This design comes from an exercise in tuning for small area and a short achievable clock period on the open sky130 flow, not from production work. In this exercise RTL edits were held to simulation tests only and were not proved equivalent to the original.

==> flow/design.v (outline; a module is shown in full before it is edited, if it fits) <==
// module conv_mac: 3216 lines
// module conv_top: 188 lines
module conv_top (
    input  logic                 clk,
    input  logic                 rst_n,
    input  logic                 in_valid,
    input  logic [2-1:0][8-1:0] in_data,
    input  logic                 coef_wr,
    input  conv_pkg::chan_idx_t  coef_chan,
    input  conv_pkg::tap_idx_t   coef_addr,
    input  conv_pkg::coeff_t     coef_data,
    output logic                 out_valid,
    output logic [2-1:0][24-1:0] out_data
);
  // ...
==> flow/flow/run.sh <==
#!/bin/bash
# Standard layout, with one netlist clean-up between synthesis and floorplan:
# flow/polarity.py flips full-adder cells (a full adder fed complemented
# inputs gives complemented outputs) to drop the inverters synthesis leaves
# between them. Registers and every other cell are untouched.
set -euo pipefail
R=orfs/results/$FLOW_PLATFORM/conv_top/base
bash standard.sh synth > synth.log 2>&1
cp $R/1_2_yosys.v synth_netlist.v
python3 flow/polarity.py synth_netlist.v $R/1_2_yosys.v > polarity.log 2>&1
bash standard.sh finish > layout.log 2>&1
==> flow/flow/polarity.py <==
#!/usr/bin/env python3
"""Remove inverters around full adders in a Yosys gate netlist.

A full adder is self-dual: FA(~a,~b,~c) = (~sum, ~cout). Each fa cell may be
flipped (fed complemented inputs, so it yields complemented outputs); a local
search picks flips that minimise the inverters needed, then the netlist is
rewritten with one inverter per net whose complement some load needs.

usage: polarity.py IN.v OUT.v
"""
import re
import sys
import collections

FA = 'sky130_fd_sc_hd__fa_'
INV = ('sky130_fd_sc_hd__inv_', 'sky130_fd_sc_hd__clkinv_')
OUTPINS = {'X', 'Y', 'Q', 'Q_N', 'SUM', 'COUT', 'HI', 'LO'}

src = open(sys.argv[1]).read()
m = re.search(r'\bmodule\s+(\S+)\s*\(', src)
# split module body into statements; cells are "TYPE NAME ( .P(n), ... );"
cell_re = re.compile(r'^\s*(sky130_fd_sc_hd__\w+)\s+(\S+)\s*\((.*?)\);\s*$', re.S | re.M)
pin_re = re.compile(r'\.(\w+)\(\s*(.*?)\s*\)(?=\s*,|\s*$)', re.S)

cells = []
for mm in cell_re.finditer(src):
    ty, nm, body = mm.group(1), mm.group(2), mm.group(3)
    pins = [(p, ' '.join(n.split())) for p, n in pin_re.findall(body)]
    cells.append([ty, nm, pins, mm.start(), mm.end()])

drv = {}
for i, (ty, nm, pins, a, b) in enumerate(cells):
    for p, n in pins:
        if p in OUTPINS:
            drv[n] = (i, p)

# inverter outputs -> their input
invof = {}
for i, (ty, nm, pins, a, b) in enumerate(cells):
    if ty.startswith(INV):
        d = dict(pins)
        invof[d['Y']] = d['A']


def base(n):
    """(signal, parity) with inverters stripped"""
    par = 0
    while n in invof:
        n = invof[n]
        par ^= 1
    return n, par


isfa = [c[0].startswith(FA) for c in cells]
# loads: list of (cell index, pin, signal, parity); inverter cells are dropped
loads = []
for i, (ty, nm, pins, a, b) in enumerate(cells):
    if ty.startswith(INV):
        continue
    for p, n in pins:
        if p in OUTPINS:
            continue
        s, par = base(n)
        loads.append((i, p, s, par))
# nets that leave the module through ports or assigns keep their polarity
port_nets = set()
for mm in re.finditer(r'^\s*assign\s+(.*?)\s*=\s*(.*?);', src, re.M):
    port_nets.add(' '.join(mm.group(2).split()))
    port_nets.add(' '.join(mm.group(1).split()))

# signal driven by FA k has physical phase f[k]
sig_fa = {}
for s, (i, p) in drv.items():
    if isfa[i]:
        sig_fa[s] = i
f = [0] * len(cells)
by_sig = collections.defaultdict(list)  # signal -> [(load cell, needed parity)]
for (i, p, s, par) in loads:
    by_sig[s].append((i, par))
fa_in = collections.defaultdict(set)  # FA -> signals it reads
fa_out = collections.defaultdict(set)
for (i, p, s, par) in loads:
    if isfa[i]:
        fa_in[i].add(s)
for s, i in sig_fa.items():
    fa_out[i].add(s)
# an inverted signal that is ALSO used via an assign/port must exist uninverted


def phys(s):
    i = sig_fa.get(s)
    return f[i] if i is not None else 0


def need_inv(s):
    ph = phys(s)
    for (i, par) in by_sig[s]:
        want = par ^ (f[i] if isfa[i] else 0)
        if want != ph:
            return 1
    return 0


def need_pos(s):
    """some load (or a port) needs the uncomplemented physical value while it is complemented"""
    ph = phys(s)
    if ph == 0:
        return 0
    if s in port_nets:
        return 1
    for (i, par) in by_sig[s]:
        want = par ^ (f[i] if isfa[i] else 0)
        if want != ph:
            return 1
    return 0


def cost_of(sigs):
    return sum(need_inv(s) for s in sigs) + sum(1 for s in sigs if s in port_nets and phys(s))


def local(k):
    return set(fa_in[k]) | set(fa_out[k])


before = sum(need_inv(s) for s in by_sig)
fas = [i for i in range(len(cells)) if isfa[i]]
for it in range(20):
    changed = 0
    for k in fas:
        sigs = local(k)
        c0 = cost_of(sigs)
        f[k] ^= 1
        c1 = cost_of(sigs)
        if c1 < c0:
            changed += 1
        else:
            f[k] ^= 1
    if not changed:
        break
after = sum(need_inv(s) for s in by_sig) + sum(1 for s in port_nets if phys(s))
sys.stderr.write('inverters %d -> %d (flipped %d of %d fa)\n' % (
    len(invof), after, sum(f[k] for k in fas), len(fas)))

# rewrite: drop all inverters, reconnect loads, add one inverter per complemented net
newname = {}
extra = []
cnt = 0


def esc(n):
    return n + ' ' if n.startswith('\\') else n


def comp(s):
    global cnt
    if s not in newname:
        w = 'polinv_n%d' % cnt
        cnt += 1
        newname[s] = w
        extra.append('  wire %s;\n  sky130_fd_sc_hd__inv_1 polinv_%d (\n    .A(%s),\n    .Y(%s)\n  );\n' % (w, cnt, esc(s), w))
    return newname[s]


out = []
pos = 0
for i, (ty, nm, pins, a, b) in enumerate(cells):
    out.append(src[pos:a])
    pos = b
    if ty.startswith(INV):
        # keep inverters driving ports/assign nets unchanged
        y = dict(pins)['Y']
        if y in port_nets:
            s, par = base(y)
            if phys(s) ^ par:
                out.append('  assign %s = %s;\n' % (esc(y), esc(s)))
            else:
                out.append('  %s %s (\n    .A(%s),\n    .Y(%s)\n  );\n' % ('sky130_fd_sc_hd__inv_1', nm, esc(s), esc(y)))
        continue
    conns = []
    for p, n in pins:
        if p in OUTPINS:
            conns.append((p, n))
            continue
        s, par = base(n)
        want = par ^ (f[i] if isfa[i] else 0)
        conns.append((p, s if want == phys(s) else comp(s)))
    out.append('  %s %s (\n%s\n  );\n' % (ty, nm, ',\n'.join('    .%s(%s)' % (p, esc(n)) for p, n in conns)))
out.append(src[pos:])
res = ''.join(out)
# ports / assigns reading a complemented FA output
for s in port_nets:
    if phys(s) and s in sig_fa:
        raise SystemExit('port net %s complemented' % s)
k = res.rindex('endmodule')
res = res[:k] + ''.join(extra) + res[k:]
open(sys.argv[2], 'w').write(res)
==> flow/standard.sh <==
#!/bin/bash
# synth_recipe.tcl (not shown) runs the flow's synth.tcl, then flattens the netlist and writes it again
# the make line also repeats each setting of config.mk as NAME=value (left out here)
make -C /OpenROAD-flow-scripts/flow DESIGN_CONFIG=/design/flow/config.mk WORK_HOME=/design/flow/orfs CLKGATE_MAP_FILE= SYNTH_SCRIPT=/design/flow/synth_recipe.tcl "${@:-finish}"
==> flow/config.mk <==
export PLATFORM = sky130hd
export DESIGN_NAME = conv_top
export DESIGN_NICKNAME = conv_top
export VERILOG_FILES = /design/flow/design.v
export SDC_FILE = /design/flow/constraint.sdc
export NUM_CORES = 4
export LEC_CHECK = 0
export ABC_CLOCK_PERIOD_IN_PS = 3000
export CAP_MARGIN = 20
export CORE_MARGIN = 2
export CORE_UTILIZATION = 60
export CTS_CLUSTER_DIAMETER = 120
export CTS_CLUSTER_SIZE = 24
export SETUP_SLACK_MARGIN = 4.5
export SLEW_MARGIN = 20
export TNS_END_PERCENT = 100
==> flow/constraint.sdc <==
create_clock -name core_clock -period 7.5 [get_ports {clk}]
set_input_delay 1.5000 -clock core_clock [delete_from_list [all_inputs] [get_ports {clk}]]
set_output_delay 1.5000 -clock core_clock [all_outputs]
set_load 0.01 [all_outputs]
==> impl_metrics.env, run 1 <==
export IMPL_place_ws_ns=3.57
export IMPL_numCtsBuffers=97
export IMPL_area_growth_pct=5.76
export IMPL_holdPathEnd="r4[3]"
export IMPL_rsz0062_at_grt="yes"
export IMPL_cts_buffer_depth=3
export IMPL_clkCellAreaFrac_pct=2.51
export IMPL_fp_dieW_um=428
export IMPL_status="finished clean"
export IMPL_nWellTaps=2355
export IMPL_path_buf_inv=0
export IMPL_r2r_end="oth[127]"
export IMPL_clock_sinks=2035
export IMPL_setup_ws_ns=4.38
export IMPL_grt_busiest_layer="met1"
export IMPL_clk_insertion_delay_late_ns=0.80
export IMPL_core_area_um2=178000
export IMPL_gp_congestion=1.04
export IMPL_dpl_cell_area_um2=110000
export IMPL_buffers=157
==> run 2, diff against run 1 <==
--- a/flow/config.mk
+++ b/flow/config.mk
@@ -6,5 +6,5 @@
 export NUM_CORES = 4
 export LEC_CHECK = 0
-export ABC_CLOCK_PERIOD_IN_PS = 3000
+export ABC_CLOCK_PERIOD_IN_PS = 2900
 export CAP_MARGIN = 20
 export CORE_MARGIN = 2
@@ -12,5 +12,5 @@
 export CTS_CLUSTER_DIAMETER = 120
 export CTS_CLUSTER_SIZE = 24
-export SETUP_SLACK_MARGIN = 4.5
+export SETUP_SLACK_MARGIN = 4.6
 export SLEW_MARGIN = 20
 export TNS_END_PERCENT = 100
==> impl_metrics.env, run 2 <==
export IMPL_status="finished clean"
export IMPL_reg_top3="sr (528), cur (192), oth (192)"
export IMPL_final_common_cell="fa_1"
export IMPL_drc=0
export IMPL_num_vias=64000
export IMPL_crit_required_ns=8.13
export IMPL_largest_reg_flops=528
export IMPL_max_slew_margin_pct=29.5
export IMPL_rsz0062_at_grt="yes"
export IMPL_finalSetupViolCount=0
export IMPL_antenna_found_initial=43
export IMPL_max_flop_register="sr"
export IMPL_slowest_stage="fa_1"
export IMPL_cp_start_kind="register"
export IMPL_core_rowCount=155
export IMPL_grt_pass1_wl_um=470000
export IMPL_gp_congestion=1.04
export IMPL_wl_per_cell_um=32.4
export IMPL_synth_cells=7882
export IMPL_wirelength_um=331000
export IMPL_fin_tns_setup_ns=0
export IMPL_min_period_ns=2.97
export IMPL_grt_max_degree=207
export IMPL_dr_pass1_iters=6
export IMPL_clk_insertion_delay_late_ns=0.80
export IMPL_avgSynthCellArea_um2=13.7
export IMPL_gr_total_overflow=0
export IMPL_clock_sinks=2035
export IMPL_numCtsBuffers=97
export IMPL_area_growth_pct=7.08
export IMPL_fp_dieW_um=428
export IMPL_hp_class="register to register"
export IMPL_cpPeakStageDelay_ns=0.58
export IMPL_cts_tree="done"
export IMPL_cap_violations=0
export IMPL_final_max_slew_viol_count=0
export IMPL_viasPerCell=6.25
export IMPL_clock_fmax_mhz=337
export IMPL_grt_pass1_vias=63800
export IMPL_h_tree_depth=3
export IMPL_groute_usage_overall_pct=36.9
export IMPL_end_kind="register"
export IMPL_fin_crit_sh_pct=39.5
export IMPL_setup_ws_ns=4.53
export IMPL_clk_root_buffer_cell="clkbuf_16"
export IMPL_core_area_um2=178000
export IMPL_cp_arrival_ns=3.60
export IMPL_start_util_pct=60.4
export IMPL_nets=9505
export IMPL_place_hpwl_um=256000
export IMPL_port_buffers=82
export IMPL_cp_max_fo=1
export IMPL_worstPathCellList="fa_2 > fa_2 > fa_1 > fa_1 > fa_1"
export IMPL_criticalPathCategory="register to register"
export IMPL_antenna_left=0
export IMPL_drive_gt1_share_pct=9.40
export IMPL_worst_pin_slew_ns=1.05
export IMPL_netlist_area_um2=108000
export IMPL_ys_warn_count=4
export IMPL_drtIter0Drc=8770
export IMPL_place_ws_ns=3.57
export IMPL_ios=83
export IMPL_clock_skew_ns=0.0560
export IMPL_path_common_cell="fa_1"
export IMPL_hold_viol_final=0
export IMPL_cts_buffer_depth=3
export IMPL_final_cell_mix="fa_1 (1539), and2_1 (1012), nand2_1 (829)"
export IMPL_clk_pin_slew_ns=0.10
export IMPL_n_fill_cell=13200
export IMPL_die_area_um2=183000
export IMPL_syn_num_nets=9593
export IMPL_die_y_um=428
==> run 2: area by class of cell <==
| type | instances | area [um^2] | area share (%) |
|---|---|---|---|
| antenna | 21 | 52.6 | 0.0456 |
| clock buffer | 160 | 2750 | 2.38 |
| clock inverter | 10 | 108 | 0.0933 |
| inverter | 441 | 1660 | 1.43 |
| multi-input combinational | 4979 | 54000 | 46.8 |
| sequential | 2035 | 51100 | 44.3 |
| tap | 2355 | 2950 | 2.55 |
| timing repair buffer | 240 | 2810 | 2.43 |
==> run 2: path summary, 6_finish.rpt <==
check	from	to	slack [ns]	cells after the start
setup / recovery	g_ch[0].mac_i.r2_9_132	g_ch[0].mac_i.r3_10_26	4.53	5
hold / removal	r4[2]	r4[3]	0.34	0
setup reg to reg	g_ch[0].mac_i.r2_9_132	g_ch[0].mac_i.r3_10_26	4.53	5
hold reg to reg	r4[2]	r4[3]	0.34	0
max in group asynchronous	rst_n	vld[4]	5.10	2
min in group asynchronous	rst_n	row[2]	0.72	1
==> run 2: critical path, delay by kind of cell, from the launching register on <==
kind / cells / cell delay (ns)
adders and majority gates: 5 / 2.40
DFF: 1 / 0.41
==> run 2: per-stage QoR <==
stage	instance area, um^2	util [%]	instances	hold slack (ns)
6_report	115000	64.7	10200	0.338
3_5_place_dp	110000	61.7	9918	0.316
4_1_cts	114000	63.7	10100	0.339
3_3_place_gp	110000	61.7	9918	0.310
2_1_floorplan	108000	-	7882	0.310
5_1_grt	115000	64.6	10200	0.348
==> run 2: repair_timing <==
item                                    CTS  global route
hold buffers                              0             0
gates resized for setup                 261           112
cloned                                    7             2
endpoints found under the setup margin  866           740
pin swaps                                20            30
setup buffers                            22           100
==> run 2: routing by layer <==
layer  up-vias  GRT usage [%]  part of all wire (%)
met1     33700           56.1                    42
met4        20           6.95                   1.9
met2      4123           45.7                    38
met5         -          0.651                  0.16
met3       407           21.3                    18
li1      25700              -                     -
==> run 3, diff against run 2 <==
--- a/flow/config.mk
+++ b/flow/config.mk
@@ -6,5 +6,5 @@
 export NUM_CORES = 4
 export LEC_CHECK = 0
-export ABC_CLOCK_PERIOD_IN_PS = 2900
+export ABC_CLOCK_PERIOD_IN_PS = 2800
 export CAP_MARGIN = 20
 export CORE_MARGIN = 2
@@ -12,5 +12,5 @@
 export CTS_CLUSTER_DIAMETER = 120
 export CTS_CLUSTER_SIZE = 24
-export SETUP_SLACK_MARGIN = 4.6
+export SETUP_SLACK_MARGIN = 4.75
 export SLEW_MARGIN = 20
 export TNS_END_PERCENT = 100
==> impl_metrics.env, run 3 <==
export IMPL_hp_class="register to register"
export IMPL_place_ws_ns=3.57
export IMPL_clock_skew_ns=0.0488
export IMPL_core_area_um2=178000
export IMPL_worstPathCellList="fa_2 > fa_2 > fa_1 > fa_1 > fa_1"
export IMPL_grt_max_degree=207
export IMPL_die_y_um=428
export IMPL_num_vias=64700
export IMPL_wl_met1_um=141000
export IMPL_end_kind="register"
export IMPL_cp_arrival_ns=3.58
export IMPL_clk_insertion_delay_late_ns=0.80
export IMPL_area_growth_pct=9.36
export IMPL_fin_crit_sh_pct=39.3
export IMPL_wirelength_um=335000
export IMPL_avgSynthCellArea_um2=13.7
export IMPL_drive_gt1_share_pct=14.6
export IMPL_seq_area_um2=51200
export IMPL_dr_pass1_iters=6
export IMPL_synth_cells=7882
export IMPL_final_cell_mix="fa_1 (1393), and2_1 (1011), nand2_1 (829)"
export IMPL_final_common_cell="fa_1"
export IMPL_cp_start_kind="register"
export IMPL_fp_dieW_um=428
export IMPL_multiInputGateArea_um2=54400
export IMPL_highest_layer="met5"
export IMPL_largest_reg_flops=528
export IMPL_dp_cells=9918
export IMPL_crit_start="g_ch[0].mac_i.r2_9_132"
export IMPL_wl_met2_um=127000
export IMPL_cpPeakStageDelay_ns=0.58
export IMPL_antenna_left=0
export IMPL_viasPerCell=6.23
export IMPL_clk_root_buffer_cell="clkbuf_16"
export IMPL_die_area_um2=183000
export IMPL_instances_no_fill=10400
export IMPL_place_hpwl_um=256000
export IMPL_numCtsBuffers=97
export IMPL_fin_tns_setup_ns=0
export IMPL_drc=0
export IMPL_start_util_pct=60.4
export IMPL_cts_tree="done"
export IMPL_gp_congestion=1.04
export IMPL_wl_per_cell_um=32.3
export IMPL_ios=83
export IMPL_path_common_cell="fa_1"
export IMPL_syn_num_nets=9593
export IMPL_setup_ws_ns=4.55
export IMPL_status="finished clean"
export IMPL_fin_util_pct=66.0
export IMPL_nets=9653
export IMPL_worst_pin_slew_ns=1.03
export IMPL_reg_top3="sr (528), cur (192), oth (192)"
export IMPL_hold_depth=0
export IMPL_r2r_start="g_ch[0].mac_i.r2_9_132"
export IMPL_drtIter0Drc=8864
export IMPL_netlist_area_um2=108000
export IMPL_port_buffers=82
export IMPL_ys_warn_count=4
export IMPL_grt_pass1_wl_um=475000
export IMPL_max_slew_margin_pct=31.0
export IMPL_criticalPathCategory="register to register"
export IMPL_hold_start="r4[2]"
export IMPL_groute_usage_overall_pct=37.2
export IMPL_grt_pass1_vias=64800
export IMPL_crit_required_ns=8.14
export IMPL_slowest_stage="fa_1"
export IMPL_cts_buffer_depth=3
export IMPL_cap_violations=0
export IMPL_rsz0062_at_grt="yes"
export IMPL_route_met3_wl_um=60700
export IMPL_final_max_slew_viol_count=0
export IMPL_clock_sinks=2035
export IMPL_r2r_cells=5
export IMPL_max_flop_register="sr"
export IMPL_hold_viol_final=0
export IMPL_n_fill_cell=12900
export IMPL_cp_max_fo=1
export IMPL_min_period_ns=2.95
export IMPL_core_rowCount=155
export IMPL_antenna_found_initial=35
export IMPL_clock_fmax_mhz=339
export IMPL_finalSetupViolCount=0
export IMPL_h_tree_depth=3
export IMPL_clk_pin_slew_ns=0.10
export IMPL_gr_total_overflow=0
==> run 3: what timing repair did <==
action	4_1_cts	5_1_grt
buffers inserted	190	76
gates resized for setup	570	179
pin swaps	53	60
gates cloned	9	4
setup endpoints to repair	992	779
hold buffers	0	0
hold endpoints to repair	0	0
==> run 3: worst paths after layout <==
| check | endpoint | slack, ns |
|---|---|---|
| max in group asynchronous | vld[4] | 5.14 |
| worst max register to register | g_ch[0].mac_i.r3_10_26 | 4.55 |
| worst min-delay path | r4[3] | 0.34 |
| worst min register to register | r4[3] | 0.34 |
| worst max-delay path | g_ch[0].mac_i.r3_10_26 | 4.55 |
| min in group asynchronous | row[1] | 0.74 |
==> run 3: cell type report <==
type,count,share of cell area [%]
Antenna cell,11,0.0234
Inverter,441,1.40
Clock inverter,10,0.0913
Timing Repair Buffer,386,4.04
Clock buffer,160,2.33
Multi-Input combinational cell,4981,46.1
Sequential cell,2035,43.5
Tap cell,2355,2.50
==> run 3: metal layers <==
metal	vias to the layer above	GRT usage, %
li1	26000	-
met2	4128	46.3
met5	-	0.651
met3	488	21.2
met1	34100	56.7
met4	24	6.95
==> run 3: critical path: cells and delay by family (launching register included) <==
family | cells | cell delay [ns]
fa+ha+maj | 5 | 2.37
flops | 1 | 0.42
==> run 3: through the flow <==
| stage | hold WS [ns] | cell area, um^2 |
|---|---|---|
| 6_report | 0.338 | 118000 |
| 5_1_grt | 0.348 | 118000 |
| 4_1_cts | 0.339 | 116000 |
| 3_5_place_dp | 0.316 | 110000 |
| 3_3_place_gp | 0.310 | 110000 |
| 2_1_floorplan | 0.310 | 108000 |
==> run 4, diff against run 3 <==
==> flow/config.mk (replaced) <==
export PLATFORM = sky130hd
export DESIGN_NAME = conv_top
export DESIGN_NICKNAME = conv_top
export VERILOG_FILES = /design/flow/design.v
export SDC_FILE = /design/flow/constraint.sdc
export NUM_CORES = 4
export LEC_CHECK = 0
export ABC_CLOCK_PERIOD_IN_PS = 2900
export CAP_MARGIN = 20
export CORE_MARGIN = 2
export CORE_UTILIZATION = 60
export CTS_CLUSTER_DIAMETER = 125
export CTS_CLUSTER_SIZE = 26
export SETUP_SLACK_MARGIN = 4.6
export SLEW_MARGIN = 20
export TNS_END_PERCENT = 100
==> impl_metrics.env, run 4 <==
export IMPL_cts_tree="done"
export IMPL_r2r_end="g_ch[0].mac_i.r3_10_26"
export IMPL_path_buf_inv=0
export IMPL_crit_family="adder cells"
export IMPL_viasPerCell=6.26
export IMPL_core_rowCount=155
export IMPL_cpPeakStageDelay_ns=0.60
export IMPL_numCtsBuffers=90
export IMPL_crit_start="g_ch[0].mac_i.r2_9_132"
export IMPL_fin_crit_sh_pct=39.9
export IMPL_hp_class="register to register"
export IMPL_final_cell_mix="fa_1 (1534), and2_1 (1012), nand2_1 (831)"
export IMPL_ios=83
export IMPL_holdBufCountCts=0
export IMPL_fp_dieW_um=428
export IMPL_hold_viol_final=0
export IMPL_cp_start_kind="register"
export IMPL_path_common_cell="fa_2"
export IMPL_synth_cells=7882
export IMPL_min_period_ns=3.00
export IMPL_largest_reg_flops=528
export IMPL_reg_top3="sr (528), cur (192), oth (192)"
export IMPL_groute_usage_overall_pct=36.9
export IMPL_drc=0
export IMPL_dr_pass1_iters=8
export IMPL_cts_buffer_depth=3
export IMPL_syn_num_nets=9593
export IMPL_drive_gt1_share_pct=9.40
export IMPL_endpoint="g_ch[0].mac_i.r3_10_26"
export IMPL_gr_total_overflow=0
export IMPL_clock_fmax_mhz=334
export IMPL_wl_per_cell_um=32.4
export IMPL_clk_insertion_delay_late_ns=0.77
export IMPL_wirelength_um=331000
export IMPL_h_tree_depth=3
export IMPL_finalSetupViolCount=0
export IMPL_status="finished clean"
export IMPL_netlist_area_um2=108000
export IMPL_crit_required_ns=8.14
export IMPL_criticalPathCategory="register to register"
export IMPL_cap_violations=0
export IMPL_die_y_um=428
export IMPL_grt_max_degree=207
export IMPL_num_vias=63900
export IMPL_final_common_cell="fa_1"
export IMPL_slowest_stage="fa_2"
export IMPL_clk_root_buffer_cell="clkbuf_16"
export IMPL_r2r_setup_slack_ns=4.50
export IMPL_cp_arrival_ns=3.64
export IMPL_end_kind="register"
export IMPL_max_flop_register="sr"
export IMPL_clock_skew_ns=0.0407
export IMPL_port_buffers=82
export IMPL_cp_max_fo=1
export IMPL_fin_tns_setup_ns=0
export IMPL_r2r_cells=5
export IMPL_clk_pin_slew_ns=0.12
export IMPL_antenna_found_initial=37
export IMPL_path_depth=5
export IMPL_worst_pin_slew_ns=1.11
export IMPL_gp_congestion=1.04
export IMPL_place_hpwl_um=256000
export IMPL_grt_pass1_wl_um=470000
export IMPL_drtIter0Drc=8815
export IMPL_final_max_slew_viol_count=0
export IMPL_avgSynthCellArea_um2=13.7
export IMPL_antenna_left=0
export IMPL_max_slew_margin_pct=25.7
export IMPL_start_util_pct=60.4
export IMPL_r2r_start="g_ch[0].mac_i.r2_9_132"
export IMPL_ys_warn_count=4
export IMPL_worstPathCellList="fa_2 > fa_2 > fa_1 > fa_2 > fa_2"
export IMPL_area_growth_pct=6.84
export IMPL_rsz0062_at_grt="yes"
export IMPL_instances_no_fill=10200
export IMPL_grt_pass1_vias=63700
export IMPL_die_area_um2=183000
export IMPL_dp_cells=9918
export IMPL_nets=9492
export IMPL_n_fill_cell=13300
export IMPL_clock_sinks=2035
export IMPL_core_area_um2=178000
## run 4: cell type report
type / instances / area, um^2 / share of cell area [%]
multi-input combinational: 4979 / 54000 / 46.9
sequential: 2035 / 51100 / 44.4
tap: 2355 / 2950 / 2.56
timing repair buffer: 234 / 2690 / 2.34
clock buffer: 153 / 2640 / 2.29
inverter: 441 / 1660 / 1.44
clock inverter: 6 / 86.3 / 0.0750
antenna: 13 / 32.5 / 0.0283
## run 4: worst min path at each step
stage                     slack (ns)  cells past startpoint                 start              endpoint
after floorplan                 0.31                      0  g_ch[0].mac_i.r2_0_0  g_ch[0].mac_i.r3_0_0
after global placement          0.31                      0                lat[3]                lat[4]
after detailed placement        0.32                      0                 r4[2]                 r4[3]
after CTS                       0.34                      0         g_ch[0].xr[0]  g_ch[0].mac_i.r4_0_1
after global routing            0.34                      0         g_ch[0].xr[0]  g_ch[0].mac_i.r4_0_1
final                           0.34                      0         g_ch[0].xr[0]  g_ch[0].mac_i.r4_0_1
## run 4: worst register-to-register path, cell delays in order, from the launching register on
cell,delay (ns)
dfxtp_4,0.43
fa_2,0.47
fa_2,0.40
fa_1,0.53
fa_2,0.60
fa_2,0.44
## run 4: repair_timing
action	CTS	global route
pin swaps	15	29
gates cloned	7	1
setup buffers	23	94
gates resized for setup	239	145
setup endpoints to repair	865	676
## run 4: routing by layer
layer,share of wire (%),wire length [um],up-vias,track usage (%)
met5,0.18,605,-,0.651
met4,1.9,6370,18,6.93
met3,18,60100,445,21.3
met2,38,125000,4137,45.6
met1,42,139000,33700,56.1
li1,-,-,25600,-
## run 4: per-stage QoR
| step | util, % | cell area, um^2 | hold slack (ns) | worst slack, ns |
|---|---|---|---|---|
| floorplan | - | 108000 | 0.310 | 1.12 |
| global placement | 61.7 | 110000 | 0.310 | 3.72 |
| detailed placement | 61.7 | 110000 | 0.316 | 3.57 |
| CTS | 63.6 | 114000 | 0.337 | 4.51 |
| global route | 64.5 | 115000 | 0.338 | 4.47 |
| finish | 64.5 | 115000 | 0.336 | 4.50 |
==> run 5, diff against run 4 <==
==> flow/flow/run.sh (replaced) <==
#!/bin/bash
# Standard layout, with one netlist clean-up between synthesis and floorplan:
# flow/polarity.py flips full-adder cells (a full adder fed complemented
# inputs gives complemented outputs) and swaps and2/nand2 cells, to drop the
# inverters synthesis leaves between them. Registers and every other cell are
# untouched.
set -euo pipefail
R=orfs/results/$FLOW_PLATFORM/conv_top/base
bash standard.sh synth > synth.log 2>&1
cp $R/1_2_yosys.v synth_netlist.v
python3 flow/polarity.py synth_netlist.v $R/1_2_yosys.v > polarity.log 2>&1
bash standard.sh finish > layout.log 2>&1
--- a/flow/flow/polarity.py
+++ b/flow/flow/polarity.py
@@ -3,7 +3,9 @@
 
 A full adder is self-dual: FA(~a,~b,~c) = (~sum, ~cout). Each fa cell may be
-flipped (fed complemented inputs, so it yields complemented outputs); a local
-search picks flips that minimise the inverters needed, then the netlist is
-rewritten with one inverter per net whose complement some load needs.
+flipped (fed complemented inputs, so it yields complemented outputs), and each
+and2/nand2 may be swapped for the other (complemented output); a local search
+picks the flips that minimise the area of those gates and of the inverters
+needed, then the netlist is rewritten with one inverter per net whose
+complement some load needs.
 
 usage: polarity.py IN.v OUT.v
@@ -53,4 +55,8 @@
 
 isfa = [c[0].startswith(FA) for c in cells]
+GATE = {'sky130_fd_sc_hd__and2_1': ('sky130_fd_sc_hd__nand2_1', 'X', 'Y'),
+        'sky130_fd_sc_hd__nand2_1': ('sky130_fd_sc_hd__and2_1', 'Y', 'X')}
+AREA = {'sky130_fd_sc_hd__and2_1': 6.256, 'sky130_fd_sc_hd__nand2_1': 3.7536}
+isgate = [c[0] in GATE for c in cells]
 # loads: list of (cell index, pin, signal, parity); inverter cells are dropped
 loads = []
@@ -72,5 +78,5 @@
 sig_fa = {}
 for s, (i, p) in drv.items():
-    if isfa[i]:
+    if isfa[i] or isgate[i]:
         sig_fa[s] = i
 f = [0] * len(cells)
@@ -85,4 +91,12 @@
 for s, i in sig_fa.items():
     fa_out[i].add(s)
+INV_AREA = 3.7536
+
+
+def gate_cost(k):
+    if not isgate[k]:
+        return 0.0
+    ty = cells[k][0]
+    return AREA[GATE[ty][0]] if f[k] else AREA[ty]
 # an inverted signal that is ALSO used via an assign/port must exist uninverted
 
@@ -116,21 +130,50 @@
 
 
-def cost_of(sigs):
-    return sum(need_inv(s) for s in sigs) + sum(1 for s in sigs if s in port_nets and phys(s))
+def cost_of(sigs, k=None):
+    c = INV_AREA * (sum(need_inv(s) for s in sigs) + sum(1 for s in sigs if s in port_nets and phys(s)))
+    if k is not None:
+        c += gate_cost(k)
+    return c
 
 
 def local(k):
+    if isgate[k]:
+        return set(fa_out[k])
     return set(fa_in[k]) | set(fa_out[k])
 
 
 before = sum(need_inv(s) for s in by_sig)
-fas = [i for i in range(len(cells)) if isfa[i]]
+fas = [i for i in range(len(cells)) if isfa[i] or isgate[i]]
+# simulated annealing over flips, then greedy descent below
+import random
+import math
+rng = random.Random(1)
+total = lambda: cost_of(set(by_sig)) + sum(gate_cost(k) for k in fas)
+cur_cost = total()
+best_f = list(f)
+best_cost = cur_cost
+NSTEP = 600000
+for step in range(NSTEP):
+    temp = 8.0 * (1 - step / NSTEP) + 0.05
+    k = fas[rng.randrange(len(fas))]
+    sigs = local(k)
+    c0 = cost_of(sigs, k)
+    f[k] ^= 1
+    d = cost_of(sigs, k) - c0
+    if d <= 0 or rng.random() < math.exp(-d / temp):
+        cur_cost += d
+        if cur_cost < best_cost - 1e-9:
+            best_cost = cur_cost
+            best_f = list(f)
+    else:
+        f[k] ^= 1
+f[:] = best_f
 for it in range(20):
     changed = 0
     for k in fas:
         sigs = local(k)
-        c0 = cost_of(sigs)
+        c0 = cost_of(sigs, k)
         f[k] ^= 1
-        c1 = cost_of(sigs)
+        c1 = cost_of(sigs, k)
         if c1 < c0:
             changed += 1
@@ -140,6 +183,7 @@
         break
 after = sum(need_inv(s) for s in by_sig) + sum(1 for s in port_nets if phys(s))
-sys.stderr.write('inverters %d -> %d (flipped %d of %d fa)\n' % (
-    len(invof), after, sum(f[k] for k in fas), len(fas)))
+sys.stderr.write('inverters %d -> %d (flipped %d of %d fa, %d of %d and2/nand2)\n' % (
+    len(invof), after, sum(f[k] for k in fas if isfa[k]), sum(1 for k in fas if isfa[k]),
+    sum(f[k] for k in fas if isgate[k]), sum(1 for k in fas if isgate[k])))
 
 # rewrite: drop all inverters, reconnect loads, add one inverter per complemented net
@@ -186,4 +230,8 @@
         want = par ^ (f[i] if isfa[i] else 0)
         conns.append((p, s if want == phys(s) else comp(s)))
+    if isgate[i] and f[i]:
+        nty, op, np_ = GATE[ty]
+        ty = nty
+        conns = [(np_ if p == op else p, n) for p, n in conns]
     out.append('  %s %s (\n%s\n  );\n' % (ty, nm, ',\n'.join('    .%s(%s)' % (p, esc(n)) for p, n in conns)))
 out.append(src[pos:])
--- a/flow/config.mk
+++ b/flow/config.mk
@@ -10,6 +10,6 @@
 export CORE_MARGIN = 2
 export CORE_UTILIZATION = 60
-export CTS_CLUSTER_DIAMETER = 125
-export CTS_CLUSTER_SIZE = 26
+export CTS_CLUSTER_DIAMETER = 120
+export CTS_CLUSTER_SIZE = 24
 export SETUP_SLACK_MARGIN = 4.6
 export SLEW_MARGIN = 20
==> impl_metrics.env, run 5 <==
export IMPL_multiInputGateArea_um2=53000
export IMPL_cpPeakStageDelay_ns=0.95
export IMPL_drtIter0Drc=8354
export IMPL_cp_arrival_ns=3.64
export IMPL_cp_max_fo=8
export IMPL_hold_start="g_ch[0].mac_i.r3_0_0"
export IMPL_clock_skew_ns=0.0460
export IMPL_min_period_ns=2.96
export IMPL_seq_area_um2=51100
export IMPL_slowest_stage="edfxtp_1"
export IMPL_wirelength_um=329000
export IMPL_syn_num_nets=9466
export IMPL_cap_violations=0
export IMPL_cts_buffer_depth=3
export IMPL_r2r_start="pm[82]"
export IMPL_final_common_cell="fa_1"
export IMPL_clk_root_buffer_cell="clkbuf_16"
export IMPL_setup_ws_ns=4.54
export IMPL_ys_warn_count=4
export IMPL_crit_start="pm[82]"
export IMPL_crit_family="adder cells"
export IMPL_grt_max_degree=175
export IMPL_fin_tns_setup_ns=0
export IMPL_grt_pass1_wl_um=466000
export IMPL_clock_sinks=2035
export IMPL_gr_total_overflow=0
export IMPL_criticalPathCategory="register to register"
export IMPL_fp_dieW_um=425
export IMPL_finalSetupViolCount=0
export IMPL_rsz0062_at_grt="yes"
export IMPL_max_flop_register="sr"
export IMPL_final_cell_mix="fa_1 (1549), nand2_1 (1144), edfxtp_1 (793)"
export IMPL_clk_insertion_delay_late_ns=0.78
export IMPL_die_y_um=425
export IMPL_antenna_found_initial=48
export IMPL_hp_class="register to register"
export IMPL_dpl_cell_area_um2=109000
export IMPL_avgSynthCellArea_um2=13.7
export IMPL_core_area_um2=176000
export IMPL_hold_viol_final=0
export IMPL_path_common_cell="fa_1"
export IMPL_status="finished clean"
export IMPL_cp_start_kind="register"
export IMPL_antenna_left=0
export IMPL_dr_pass1_iters=6
export IMPL_reg_top3="sr (528), cur (192), oth (192)"
export IMPL_holdBufCountCts=0
export IMPL_area_growth_pct=7.27
export IMPL_gp_congestion=1.06
export IMPL_largest_reg_flops=528
export IMPL_worst_pin_slew_ns=1.11
export IMPL_ios=83
export IMPL_grt_pass1_vias=64200
export IMPL_final_max_slew_viol_count=0
export IMPL_start_util_pct=60.4
export IMPL_synth_cells=7755
export IMPL_cts_tree="done"
export IMPL_port_buffers=82
export IMPL_viasPerCell=6.29
export IMPL_place_hpwl_um=255000
export IMPL_worstPathCellList="nand2_1 > fa_1 > fa_1 > fa_1 > inv_1"
export IMPL_drc=0
export IMPL_max_slew_margin_pct=25.8
export IMPL_place_ws_ns=3.21
export IMPL_hold_ws_ns=0.335
export IMPL_num_vias=63800
export IMPL_fin_util_pct=64.8
export IMPL_end_kind="register"
export IMPL_path_buf_inv=1
export IMPL_clk_pin_slew_ns=0.10
export IMPL_h_tree_depth=3
export IMPL_groute_usage_overall_pct=36.9
export IMPL_clock_fmax_mhz=337
export IMPL_crit_required_ns=8.18
export IMPL_core_rowCount=154
export IMPL_die_area_um2=181000
export IMPL_drive_gt1_share_pct=9.62
export IMPL_nets=9397
export IMPL_wl_per_cell_um=32.4
export IMPL_stdcell_area_um2=114000
export IMPL_fin_crit_sh_pct=39.5
export IMPL_n_fill_cell=13000
export IMPL_netlist_area_um2=106000
export IMPL_numCtsBuffers=97
-- run 5: what timing repair did --
item | 4_1_cts | 5_1_grt
resized for setup | 241 | 135
pin swaps | 18 | 33
buffers inserted | 44 | 101
gates cloned | 5 | 0
setup endpoints to repair | 776 | 683
endpoints found under the hold margin | 0 | 0
-- run 5: layout make-up --
| class | instances | share of cell area [%] |
|---|---|---|
| Timing Repair Buffer | 262 | 2.67 |
| Sequential cell | 2035 | 44.7 |
| Antenna cell | 44 | 0.0964 |
| Inverter | 314 | 1.03 |
| Clock inverter | 9 | 0.103 |
| Multi-Input combinational cell | 4976 | 46.4 |
| Clock buffer | 162 | 2.38 |
| Tap cell | 2340 | 2.56 |
-- run 5: path summary, 6_finish.rpt --
path,cells past startpoint,end,slack [ns]
worst max-delay path,5,g_ch[1].mac_i.r2_5_50,4.54
worst min-delay path,0,g_ch[0].mac_i.r4_0_0,0.34
worst max register to register,5,g_ch[1].mac_i.r2_5_50,4.54
worst min register to register,0,g_ch[0].mac_i.r4_0_0,0.34
max in group asynchronous,2,vld[4],5.00
min in group asynchronous,1,oth[107],0.83
-- run 5: routing by layer --
| layer | GRT usage (%) | part of all wire, % |
|---|---|---|
| met4 | 6.90 | 1.8 |
| met5 | 2.43 | 0.28 |
| met1 | 54.8 | 41 |
| met2 | 45.5 | 38 |
| met3 | 23.1 | 19 |
-- run 5: through the flow --
stage	std cells
2_1_floorplan	7755
3_3_place_gp	9777
3_5_place_dp	9777
4_1_cts	9997
5_1_grt	10100
6_report	10100
==> run 6, diff against run 5 <==
--- a/flow/config.mk
+++ b/flow/config.mk
@@ -10,6 +10,6 @@
 export CORE_MARGIN = 2
 export CORE_UTILIZATION = 60
-export CTS_CLUSTER_DIAMETER = 120
-export CTS_CLUSTER_SIZE = 24
+export CTS_CLUSTER_DIAMETER = 125
+export CTS_CLUSTER_SIZE = 26
 export SETUP_SLACK_MARGIN = 4.6
 export SLEW_MARGIN = 20
==> impl_metrics.env, run 6 <==
export IMPL_route_met3_wl_um=61600
export IMPL_final_cell_mix="fa_1 (1546), nand2_1 (1143), edfxtp_1 (793)"
export IMPL_antenna_left=1
export IMPL_grt_pass1_vias=64300
export IMPL_cp_start_kind="register"
export IMPL_crit_family="adder cells"
export IMPL_die_y_um=425
export IMPL_clk_pin_slew_ns=0.11
export IMPL_worstPathCellList="nand2_1 > fa_1 > fa_1 > fa_1"
export IMPL_seq_area_um2=51100
export IMPL_n_fill_cell=13100
export IMPL_cts_tree="done"
export IMPL_slowest_stage="fa_1"
export IMPL_hold_ws_ns=0.337
export IMPL_core_rowCount=154
export IMPL_r2r_end="g_ch[0].mac_i.r2_8_123"
export IMPL_crit_start="cur[31]"
export IMPL_num_vias=63800
export IMPL_path_common_cell="fa_1"
export IMPL_wirelength_um=328000
export IMPL_fp_dieW_um=425
export IMPL_avgSynthCellArea_um2=13.7
export IMPL_fin_tns_setup_ns=0
export IMPL_core_area_um2=176000
export IMPL_groute_usage_overall_pct=36.9
export IMPL_numCtsBuffers=91
export IMPL_largest_reg_flops=528
export IMPL_endpoint="g_ch[0].mac_i.r2_8_123"
export IMPL_path_buf_inv=0
export IMPL_end_kind="register"
export IMPL_clk_root_buffer_cell="clkbuf_16"
export IMPL_r2r_cells=4
export IMPL_synth_cells=7755
export IMPL_antenna_found_initial=43
export IMPL_drc=0
export IMPL_drive_gt1_share_pct=9.79
export IMPL_grt_max_degree=175
export IMPL_wl_met2_um=124000
export IMPL_ios=83
export IMPL_drtIter0Drc=8666
export IMPL_hold_viol_final=0
export IMPL_min_period_ns=2.96
export IMPL_r2r_start="cur[31]"
export IMPL_gr_total_overflow=0
export IMPL_area_growth_pct=7.26
export IMPL_final_max_slew_viol_count=0
export IMPL_r2r_setup_slack_ns=4.54
export IMPL_holdBufCountCts=0
export IMPL_cap_violations=0
export IMPL_rsz0062_at_grt="yes"
export IMPL_gp_congestion=1.06
export IMPL_fin_crit_sh_pct=39.5
export IMPL_so_violations="antenna violations"
export IMPL_port_buffers=82
export IMPL_cts_buffer_depth=3
export IMPL_final_common_cell="fa_1"
export IMPL_worst_pin_slew_ns=1.12
export IMPL_reg_top3="sr (528), cur (192), oth (192)"
export IMPL_die_area_um2=181000
export IMPL_ys_warn_count=4
export IMPL_path_depth=4
export IMPL_cpPeakStageDelay_ns=0.83
export IMPL_criticalPathCategory="register to register"
export IMPL_multiInputGateArea_um2=53100
export IMPL_h_tree_depth=3
export IMPL_viasPerCell=6.31
export IMPL_syn_num_nets=9466
export IMPL_nets=9399
export IMPL_status="complete, but fails checks"
export IMPL_clock_fmax_mhz=338
export IMPL_hp_class="register to register"
export IMPL_max_flop_register="sr"
export IMPL_cp_max_fo=10
export IMPL_wl_met1_um=136000
export IMPL_place_hpwl_um=255000
export IMPL_cp_arrival_ns=3.57
export IMPL_start_util_pct=60.4
export IMPL_grt_pass1_wl_um=466000
export IMPL_max_slew_margin_pct=25.2
export IMPL_clk_insertion_delay_late_ns=0.77
export IMPL_wl_per_cell_um=32.5
export IMPL_clock_sinks=2035
export IMPL_dr_pass1_iters=8
export IMPL_finalSetupViolCount=0
export IMPL_clock_skew_ns=0.0408
export IMPL_crit_required_ns=8.11
export IMPL_netlist_area_um2=106000
export IMPL_highest_layer="met5"
[run 6: final cells by class]
| type | count | share of cell area [%] |
|---|---|---|
| diodes | 24 | 0.0526 |
| clock buffers | 149 | 2.30 |
| clock inverters | 8 | 0.101 |
| inverters | 314 | 1.03 |
| multi-input cells | 4977 | 46.5 |
| flip-flops and latches | 2035 | 44.7 |
| well taps | 2340 | 2.56 |
| repair buffers | 269 | 2.74 |
[run 6: per-layer routing]
metal,track usage [%],vias up
met3,22.6,406
met4,6.99,26
met5,0.794,-
met2,45.6,4213
li1,-,25400
met1,55.1,33700
[run 6: timing repair]
| action | in CTS | in global routing |
|---|---|---|
| endpoints found under the setup margin | 778 | 739 |
| cloned | 5 | 2 |
| hold endpoints to repair | 0 | 0 |
| setup buffers | 48 | 103 |
| resized for setup | 242 | 144 |
| pin swaps | 24 | 22 |
[run 6: worst min path at each step]
stage / to / startpoint / slack, ns / cells past startpoint
after detailed placement: g_ch[0].mac_i.r4_0_1 / g_ch[0].xr[0] / 0.31 / 0
after CTS: g_ch[0].mac_i.r4_0_1 / g_ch[0].xr[0] / 0.34 / 0
after global placement: r4[3] / r4[2] / 0.31 / 0
after floorplan: g_ch[0].mac_i.r3_0_0 / g_ch[0].mac_i.r2_0_0 / 0.31 / 0
after global routing: lat[4] / lat[3] / 0.34 / 0
final: lat[4] / lat[3] / 0.34 / 0
[run 6: worst reg2reg max path, cell delays in order, from the launching register on]
cell	delay (ns)
dfrtp_1	0.80
nand2_1	0.17
fa_1	0.54
fa_1	0.47
fa_1	0.83
[run 6: stage by stage]
step | cells | setup WS [ns] | util, % | area [um^2]
2_1_floorplan | 7755 | 1.12 | - | 107000
3_3_place_gp | 9777 | 3.32 | 61.7 | 109000
3_5_place_dp | 9777 | 3.21 | 61.7 | 109000
4_1_cts | 9987 | 4.54 | 63.8 | 112000
5_1_grt | 10100 | 4.55 | 64.8 | 114000
6_report | 10100 | 4.54 | 64.8 | 114000

re-timing with driven ports:
How much do the figures lean on ideal ports? The routed layouts below were timed once more, with nothing changed but the port constraints. Step 1 sets driving cells, clkbuf_16 on the clock port and buf_2 on the other inputs (assumed; they add their load-dependent delay and slew). Step 2 adds t to the input delays and takes it off the output delays; t is the mean of the earliest and latest rising clock arrival at the registers after step 1. Input paths then give back, and output paths get back, about the clock's delay inside the block. Three values: ideal ports, drivers, drivers and shift; two values: the first two.
| run | t, ns | setup slack, ns | clock arrival spread, ns | worst register clock-pin slew, ns | worst data-port slew with drivers (ns) |
|---|---|---|---|---|---|
| run 1 | 0.853 | 4.379 / 4.379 / 4.287 | 0.060 / 0.061 | 0.11 / 0.11 | 0.05 |
| run 2 | 0.862 | 4.535 / 4.535 / 4.282 | 0.061 / 0.060 | 0.11 / 0.11 | 0.05 |
| run 3 | 0.853 | 4.552 / 4.552 / 4.325 | 0.054 / 0.054 | 0.11 / 0.11 | 0.05 |
| run 4 | 0.839 | 4.505 / 4.505 / 4.327 | 0.042 / 0.042 | 0.12 / 0.12 | 0.05 |
| run 5 | 0.843 | 4.535 / 4.535 / 4.197 | 0.051 / 0.051 | 0.11 / 0.11 | 0.05 |
| run 6 | 0.835 | 4.539 / 4.539 / 4.249 | 0.045 / 0.045 | 0.11 / 0.11 | 0.05 |
For run 5, which loses most, drivers alone change the setup slack by 0.000 ns; drivers and shift together by -0.338 ns. Setup slack includes reset recovery checks.
